What follows belongs to an exercise in optimizing a design on an open flow for small area; a production flow would make more cautious choices.
Only simulation tests tie the RTL to the original design; equivalence was not proved.
No activity file was given, so power comes from the tool's default toggle rates.

// ep_user_app
module ep_user_app (
  input  wire logic                  trn_clk_c,
  input  wire logic                  rst_n,
  input  wire logic                  link_up_n,
  input  wire logic                  req,
  input  wire logic [48:0]           reg_req,    
  output logic                       ack,
  output logic [31:0]                rd_data,
  output logic                       tx_valid,
  output logic [63:0]                tx_data,
  input  wire logic                  tx_ready
);
==> flow/config.mk <==
export PLATFORM = sky130hd
export DESIGN_NAME = ep_user_app
export DESIGN_NICKNAME = ep_user_app
export VERILOG_FILES = /design/flow/design.v
export SDC_FILE = /design/flow/constraint.sdc
export NUM_CORES = 4
export LEC_CHECK = 0
export CAP_MARGIN = 10
export CORE_MARGIN = 2
export CORE_UTILIZATION = 70
export CTS_BUF_LIST = sky130_fd_sc_hd__clkbuf_4 sky130_fd_sc_hd__clkbuf_8
export SLEW_MARGIN = 10
==> flow/constraint.sdc <==
create_clock -name core_clock -period 5.0 [get_ports {trn_clk_c}]
set_input_delay 1.0000 -clock core_clock [delete_from_list [all_inputs] [get_ports {trn_clk_c}]]
set_output_delay 1.0000 -clock core_clock [all_outputs]
set_load 0.01 [all_outputs]
standard.sh (not shown) runs the stock make flow with config.mk's settings and CLKGATE_MAP_FILE= SYNTH_SCRIPT=/design/flow/synth_recipe.tcl, a recipe that flattens the netlist after the stock synthesis.
==> flow/flow/run.sh <==
#!/bin/bash
# ORFS layout through the standard.sh, with these changes:
#  - synthesis: no Kogge-Stone carry map, no full/half-adder cell map, and an
#    area-leaning ABC script (flow/abc_area.script); registers are unchanged
#  - port buffers use the smallest buffer cell
#  - clock tree synthesis without dummy loads
set -euo pipefail
W=$(pwd)
export MY_ABC_SCRIPT=$W/flow/abc_area.script
export BUFFER_PORTS_ARGS="-buffer_cell sky130_fd_sc_hd__buf_1"
bash standard.sh \
  "SYNTH_SCRIPT=$W/flow/synth.tcl" \
  "SYNTH_OPERATIONS_ARGS=-nofsm" \
  "ADDER_MAP_FILE=" \
  "BUFFER_PORTS_ARGS=$BUFFER_PORTS_ARGS" \
  "CTS_ARGS=-sink_clustering_enable -repair_clock_nets -dont_use_dummy_load -buf_list {sky130_fd_sc_hd__clkbuf_4 sky130_fd_sc_hd__clkbuf_8}" \
  finish > standard_flow.log 2>&1
==> flow/flow/abc_area.script <==
strash
&get -n
&st
&syn3
&dch -f
&nf -a -R 2000 -E 1000
&put
topo
==> flow/flow/synth.tcl <==
proc synth {args} { yosys synth -nofsm -noshare {*}$args }
proc abc {args} {
  set i [lsearch -exact $args -script]
  if {$i >= 0 && [info exists ::env(MY_ABC_SCRIPT)] && $::env(MY_ABC_SCRIPT) ne ""} {
    set args [lreplace $args [expr {$i + 1}] [expr {$i + 1}] $::env(MY_ABC_SCRIPT)]
  }
  yosys abc {*}$args
}
source $::env(SCRIPTS_DIR)/synth.tcl
# left out here: clear keep_hierarchy, flatten, clean up, hide names made inside functions, write 1_2_yosys.v
The first run passed the timing, DRC and antenna checks.
==> next run, changes <==
==> flow/flow/abc_area.script (replaced) <==
strash
dc2
strash
&get -n
&st
&syn3
&dc2
&dch -f
&nf -a -R 1000
&put
strash
dc2
strash
&get -n
&st
&dch -f
&nf -a -R 1000
&put
topo
CAP_MARGIN = 20   (was 10)
CORE_UTILIZATION = 65   (was 70)
SLEW_MARGIN = 20   (was 10)
This time the run never finished: it broke off in 4_1_cts.
Synthesized area goes down by about 2.3%.
Synthesized cell count goes down by 8.9%.
==> next run, changes <==
--- a/flow/flow/run.sh
+++ b/flow/flow/run.sh
@@ -16 +16 @@
-  "CTS_ARGS=-sink_clustering_enable -repair_clock_nets -dont_use_dummy_load -buf_list {sky130_fd_sc_hd__clkbuf_4 sky130_fd_sc_hd__clkbuf_8}" \
+  "CTS_ARGS=-sink_clustering_enable -repair_clock_nets -dont_use_dummy_load -buf_list {sky130_fd_sc_hd__clkbuf_8} -sink_clustering_size 30 -sink_clustering_max_diameter 100" \
==> flow/flow/abc_area.script (replaced) <==
strash
&get -n
&st
&syn3
&dch -f
&nf -a -R 2000 -E 1000
&put
topo
CAP_MARGIN = 10   (was 20)
SLEW_MARGIN = 10   (was 20)
- Now the flow ran to the end with no violations
- synthesized cell count went up by roughly a tenth
- synthesized area went up by a few percent
==> next run, changes <==
--- a/flow/flow/run.sh
+++ b/flow/flow/run.sh
@@ -16 +16 @@
-  "CTS_ARGS=-sink_clustering_enable -repair_clock_nets -dont_use_dummy_load -buf_list {sky130_fd_sc_hd__clkbuf_8} -sink_clustering_size 30 -sink_clustering_max_diameter 100" \
+  "CTS_ARGS=-sink_clustering_enable -repair_clock_nets -dont_use_dummy_load -buf_list {sky130_fd_sc_hd__clkbuf_4 sky130_fd_sc_hd__clkbuf_8}" \
CORE_UTILIZATION = 68   (was 65)
=> The changed run finished with timing, DRC and antenna clean; global-route usage goes up by 2.3 points; setup slack gains 63 ps; routed wire length goes up by a few percent; power goes up slightly; maximum frequency goes up slightly; via count goes up by a few percent; final area stays flat; synthesized cell count does not change; combinational power stays flat; sequential share of layout area stays flat.

port drivers added, routing unchanged:
The flow's constraints put no driver on any port. The routed layouts listed below were extracted and timed again, unchanged, in two steps. Step 1 (the two cells are an assumption about what drives the block):
set clk [get_ports {trn_clk_c}]
set_driving_cell -lib_cell sky130_fd_sc_hd__clkbuf_16 $clk
set_driving_cell -lib_cell sky130_fd_sc_hd__buf_2 [delete_from_list [all_inputs] $clk]
Step 2 adds t to the input delays and takes it off the output delays; t is the mean of the earliest and latest rising clock arrival at the registers after step 1. Input paths then give back, and output paths get back, about the clock's delay inside the block. a / b / c = ideal / step 1 / step 2; a / b = the first two.
run	shift t [ns]	slack for setup (ns)	worst setup path at the end	clock arrival spread, ns	worst register clock-pin slew, ns
the first run	0.384	0.434 / 0.439 / 0.055	input to register	0.024 / 0.024	0.10 / 0.10
the third run	0.376	0.409 / 0.414 / 0.038	input to register	0.037 / 0.037	0.11 / 0.11
the fourth run	0.379	0.471 / 0.480 / 0.101	input to register	0.032 / 0.032	0.10 / 0.10
After both steps every run listed still meets setup and hold. The setup slack of the first run, which loses most, moves by +0.005 ns with the drivers and by -0.379 ns with both steps.
